This is an optimization exercise on Yosys and OpenROAD, whose aim is small area, a short achievable clock period and few clock cycles per item, not a production implementation. In this exercise RTL edits were held to simulation tests only and were not proved equivalent to the original. No activity file was given, so power comes from the tool's default toggle rates.

run A:
Design mm_top, start of the top module:
module mm_top
(
  input  logic        clk_i,
  input  logic        rst_i,
  input  logic        in_valid_i,
  input  logic [35:0] in_beat_i,
  output logic        in_ready_o,
  output logic        z_valid_o,
  output logic [79:0] z_o,
  input  logic        z_ready_i,
  output logic        busy_o
);
Settings: LEC_CHECK=0, CAP_MARGIN=20, CORE_MARGIN=2, CORE_UTILIZATION=40, CTS_CLUSTER_DIAMETER=110, CTS_CLUSTER_SIZE=26, SETUP_SLACK_MARGIN=4.35, SLEW_MARGIN=20; clock period 7.0 ns.
standard.sh (not shown) runs the stock make flow with config.mk's settings and CLKGATE_MAP_FILE= SYNTH_SCRIPT=/design/flow/synth_recipe.tcl, a recipe that flattens the netlist after the stock synthesis.
==> flow/flow/run.sh <==
#!/bin/bash
# Layout with the standard flow; the only change is the port buffers:
# every input and output port still gets one, but as buf_1 rather than the
# delay cell the flow's default choice picks.
set -euo pipefail
export BUFFER_PORTS_ARGS="-buffer_cell sky130_fd_sc_hd__buf_1"
bash standard.sh synth > synth.log 2>&1
bash standard.sh > layout.log 2>&1
Every stage of the flow completed for run A, and the final layout passed the timing, DRC and antenna checks.
Testbench counts of run A, summed over its fixed seeds: cycles 3,136, jobs 512.
What run B does differently from run A at the input level:
# run A
export LEC_CHECK = 0
export CAP_MARGIN = 20
export CORE_MARGIN = 2
export CORE_UTILIZATION = 40
export CTS_CLUSTER_DIAMETER = 110
export CTS_CLUSTER_SIZE = 26
export SETUP_SLACK_MARGIN = 4.35
export SLEW_MARGIN = 20
create_clock -name core_clock -period 7.0 [get_ports {clk_i}]
# run B
export LEC_CHECK = 0
export CAP_MARGIN = 20
export CORE_MARGIN = 2
export CORE_UTILIZATION = 44
export CTS_CLUSTER_DIAMETER = 110
export CTS_CLUSTER_SIZE = 26
export SETUP_SLACK_MARGIN = 4.4
export SLEW_MARGIN = 20
create_clock -name core_clock -period 7.0 [get_ports {clk_i}]
==> results.txt <==
Every stage of the flow completed for run B, and the final layout passed the timing, DRC and antenna checks. Run B vs run A, launch point of the worst path: i_engine.i_pe_row.cs2_q[15]$_DFF_P_ vs i_engine.sel_q[1]$_DFF_P_. Run B vs. run A: number of standard cells in the layout, taps in and fillers out went down by 1.0%. Run B ended up with a lower register fraction of the total cell area than run A did. Diff run B and run A: count of TritonRoute iterations in the first routing pass higher in run A. For sum of internal, switching and leakage power, run A and run B come out practically identical.
Setup changes, run B to run C
# run B
export LEC_CHECK = 0
export CAP_MARGIN = 20
export CORE_MARGIN = 2
export CORE_UTILIZATION = 44
export CTS_CLUSTER_DIAMETER = 110
export CTS_CLUSTER_SIZE = 26
export SETUP_SLACK_MARGIN = 4.4
export SLEW_MARGIN = 20
create_clock -name core_clock -period 7.0 [get_ports {clk_i}]
# run C
export LEC_CHECK = 0
export CAP_MARGIN = 20
export CORE_MARGIN = 2
export CORE_UTILIZATION = 40
export CTS_CLUSTER_DIAMETER = 110
export CTS_CLUSTER_SIZE = 26
export SETUP_SLACK_MARGIN = 4.35
export SLEW_MARGIN = 20
create_clock -name core_clock -period 7.0 [get_ports {clk_i}]
==> flow/run.sh (new file) <==
#!/bin/bash
# synth_recipe.tcl (not shown) runs the flow's synth.tcl, then flattens the netlist and writes it again
# the make line also repeats each setting of config.mk as NAME=value (left out here)
make -C /OpenROAD-flow-scripts/flow DESIGN_CONFIG=/design/flow/config.mk WORK_HOME=/design/flow/orfs CLKGATE_MAP_FILE= SYNTH_SCRIPT=/design/flow/synth_recipe.tcl finish
removed: flow/flow/run.sh
removed: flow/standard.sh
==> comparison <==
Sort run B and run C by final-layout clock buffer total, ascending, and run B comes first. Relative to run B, leakage dissipation has increased by 3.8% in run C. Detailed router's first-iteration violation count: run C vs run B up about 4%. Looking at final period demand of the worst path across both flows, run C is the weaker of the two, with run B ahead. When the final numbers for run B and run C were put side by side, the largest driver fanout on the critical path turned out to be greater in run B. As far as synthesized cell count goes, run C and run B are indistinguishable; the numbers are identical. Comparing non-clock buffer total of the final layout for run B and run C, the smaller number came from run B. Between run C and run B, it is run C whose via count of the first global-routing pass is lower, by 75.
diff inputs: run C => run D
# run C
export LEC_CHECK = 0
export CAP_MARGIN = 20
export CORE_MARGIN = 2
export CORE_UTILIZATION = 40
export CTS_CLUSTER_DIAMETER = 110
export CTS_CLUSTER_SIZE = 26
export SETUP_SLACK_MARGIN = 4.35
export SLEW_MARGIN = 20
create_clock -name core_clock -period 7.0 [get_ports {clk_i}]
# run D
export LEC_CHECK = 0
export CAP_MARGIN = 20
export CORE_MARGIN = 2
export CORE_UTILIZATION = 40
export CTS_CLUSTER_DIAMETER = 110
export CTS_CLUSTER_SIZE = 26
export SETUP_SLACK_MARGIN = 4.3
export SLEW_MARGIN = 20
create_clock -name core_clock -period 7.0 [get_ports {clk_i}]
==> flow/flow/run.sh (new file) <==
#!/bin/bash
# Layout with the standard flow; the only change is the port buffers:
# every input and output port still gets one, but as buf_1 rather than the
# delay cell the flow's default choice picks.
set -euo pipefail
export BUFFER_PORTS_ARGS="-buffer_cell sky130_fd_sc_hd__buf_1"
bash standard.sh synth > synth.log 2>&1
bash standard.sh > layout.log 2>&1
==> flow/standard.sh (new file) <==
#!/bin/bash
# synth_recipe.tcl (not shown) runs the flow's synth.tcl, then flattens the netlist and writes it again
# the make line also repeats each setting of config.mk as NAME=value (left out here)
make -C /OpenROAD-flow-scripts/flow DESIGN_CONFIG=/design/flow/config.mk WORK_HOME=/design/flow/orfs CLKGATE_MAP_FILE= SYNTH_SCRIPT=/design/flow/synth_recipe.tcl "${@:-finish}"
removed: flow/run.sh
Per the final summary, run D finished and its layout is clean on timing, DRC and antenna.
Run D vs run C, kind of critical path: input port to register vs register to register
Going from run C to run D, final period demand of the worst path went up; maximum number of pins on one net before global-route repair went up by 28%; area added between synthesis and finish went down 3.3 points; synthesized area ~0 delta; signal arrival time at the worst endpoint picked up an extra 0.06 ns.
On clock transition time at the flip-flop clock pins of the worst setup and hold paths, run D and run C are neck and neck.
Per the comparison of run D with run C, number of non-clock buffers moved down; post-route total power moved down.
Detailed route wirelength on metal3 of run D falls short of that of run C by a few percent.
## Diff of input files: run E against run D
# run D
export LEC_CHECK = 0
export CAP_MARGIN = 20
export CORE_MARGIN = 2
export CORE_UTILIZATION = 40
export CTS_CLUSTER_DIAMETER = 110
export CTS_CLUSTER_SIZE = 26
export SETUP_SLACK_MARGIN = 4.3
export SLEW_MARGIN = 20
create_clock -name core_clock -period 7.0 [get_ports {clk_i}]
# run E
export LEC_CHECK = 0
export CAP_MARGIN = 20
export CORE_MARGIN = 2
export CORE_UTILIZATION = 44
export CTS_CLUSTER_DIAMETER = 110
export CTS_CLUSTER_SIZE = 26
export SETUP_SLACK_MARGIN = 4.35
export SLEW_MARGIN = 20
create_clock -name core_clock -period 7.0 [get_ports {clk_i}]
[summary]
- Run E reached the end of the flow, and the finished layout is clean on the timing, DRC and antenna checks.
- The run with more setup slack is run E; run D has less.
- Worst-case vdd ir drop (run E vs. run D) increases by more than 10%
- The combinational power on run E is in line with that on run D.
- Diff run D -> run E: clock group total power has remained practically unchanged; peak clock frequency supported by timing has increased.
- Compared run E against run D; instance area after placement within noise.
- Average via count per standard cell up about 1.2% in run E wrt run D
- Sort run D and run E by number of buffers inserted to repair setup after CTS desc -> top: run E
For run F, these inputs were changed with respect to run E:
# run E
export LEC_CHECK = 0
export CAP_MARGIN = 20
export CORE_MARGIN = 2
export CORE_UTILIZATION = 44
export CTS_CLUSTER_DIAMETER = 110
export CTS_CLUSTER_SIZE = 26
export SETUP_SLACK_MARGIN = 4.35
export SLEW_MARGIN = 20
create_clock -name core_clock -period 7.0 [get_ports {clk_i}]
# run F
export LEC_CHECK = 0
export CAP_MARGIN = 20
export CORE_MARGIN = 2
export CORE_UTILIZATION = 56
export CTS_CLUSTER_DIAMETER = 110
export CTS_CLUSTER_SIZE = 26
export SETUP_SLACK_MARGIN = 4.35
export SLEW_MARGIN = 20
create_clock -name core_clock -period 7.0 [get_ports {clk_i}]
[summary]
- Run F vs. run E: fraction of the cycle the final worst path needs now sits higher; core utilization increased by 13 points relative to the old numbers.
- Number of non-filler instances in the completed layout ended up 170 lower on run F than on run E.
- For the wire length, run F came in 270 microns higher than run E did.
- From run E to run F, number of library cell types mapped by synthesis did not move at all.

## port drivers added, routing unchanged
How much do the figures lean on ideal ports? The routed layouts below were timed once more, with nothing changed but the port constraints.
Step 1 (the two cells are an assumption about what drives the block):
set clk [get_ports {clk_i}]
set_driving_cell -lib_cell sky130_fd_sc_hd__clkbuf_16 $clk
set_driving_cell -lib_cell sky130_fd_sc_hd__buf_2 [delete_from_list [all_inputs] $clk]
Step 2 moves the port delays by t, midway between the first and last clock arrival at a register: inputs arrive t later, outputs are due t later. That takes back most of the time a late clock gives input paths.
a / b / c = ideal / step 1 / step 2; a / b = the first two.
run	t, ns	setup slack, ns	worst register clock-pin slew, ns	worst data-port slew with drivers (ns)
run A	0.660	4.364 / 4.345 / 3.814	0.11 / 0.11	0.05
run B	0.659	4.403 / 4.378 / 3.871	0.11 / 0.11	0.05
run C	0.665	4.345 / 4.345 / 3.805	0.10 / 0.10	0.03
run D	0.658	4.293 / 4.331 / 3.673	0.11 / 0.11	0.05
run E	0.656	4.400 / 4.380 / 3.791	0.11 / 0.11	0.05
run F	0.658	4.283 / 4.283 / 3.724	0.12 / 0.12	0.03
After both steps setup and hold are still met in every run listed. For run D, which loses most, drivers alone change the setup slack by +0.038 ns; drivers and shift together by -0.620 ns.
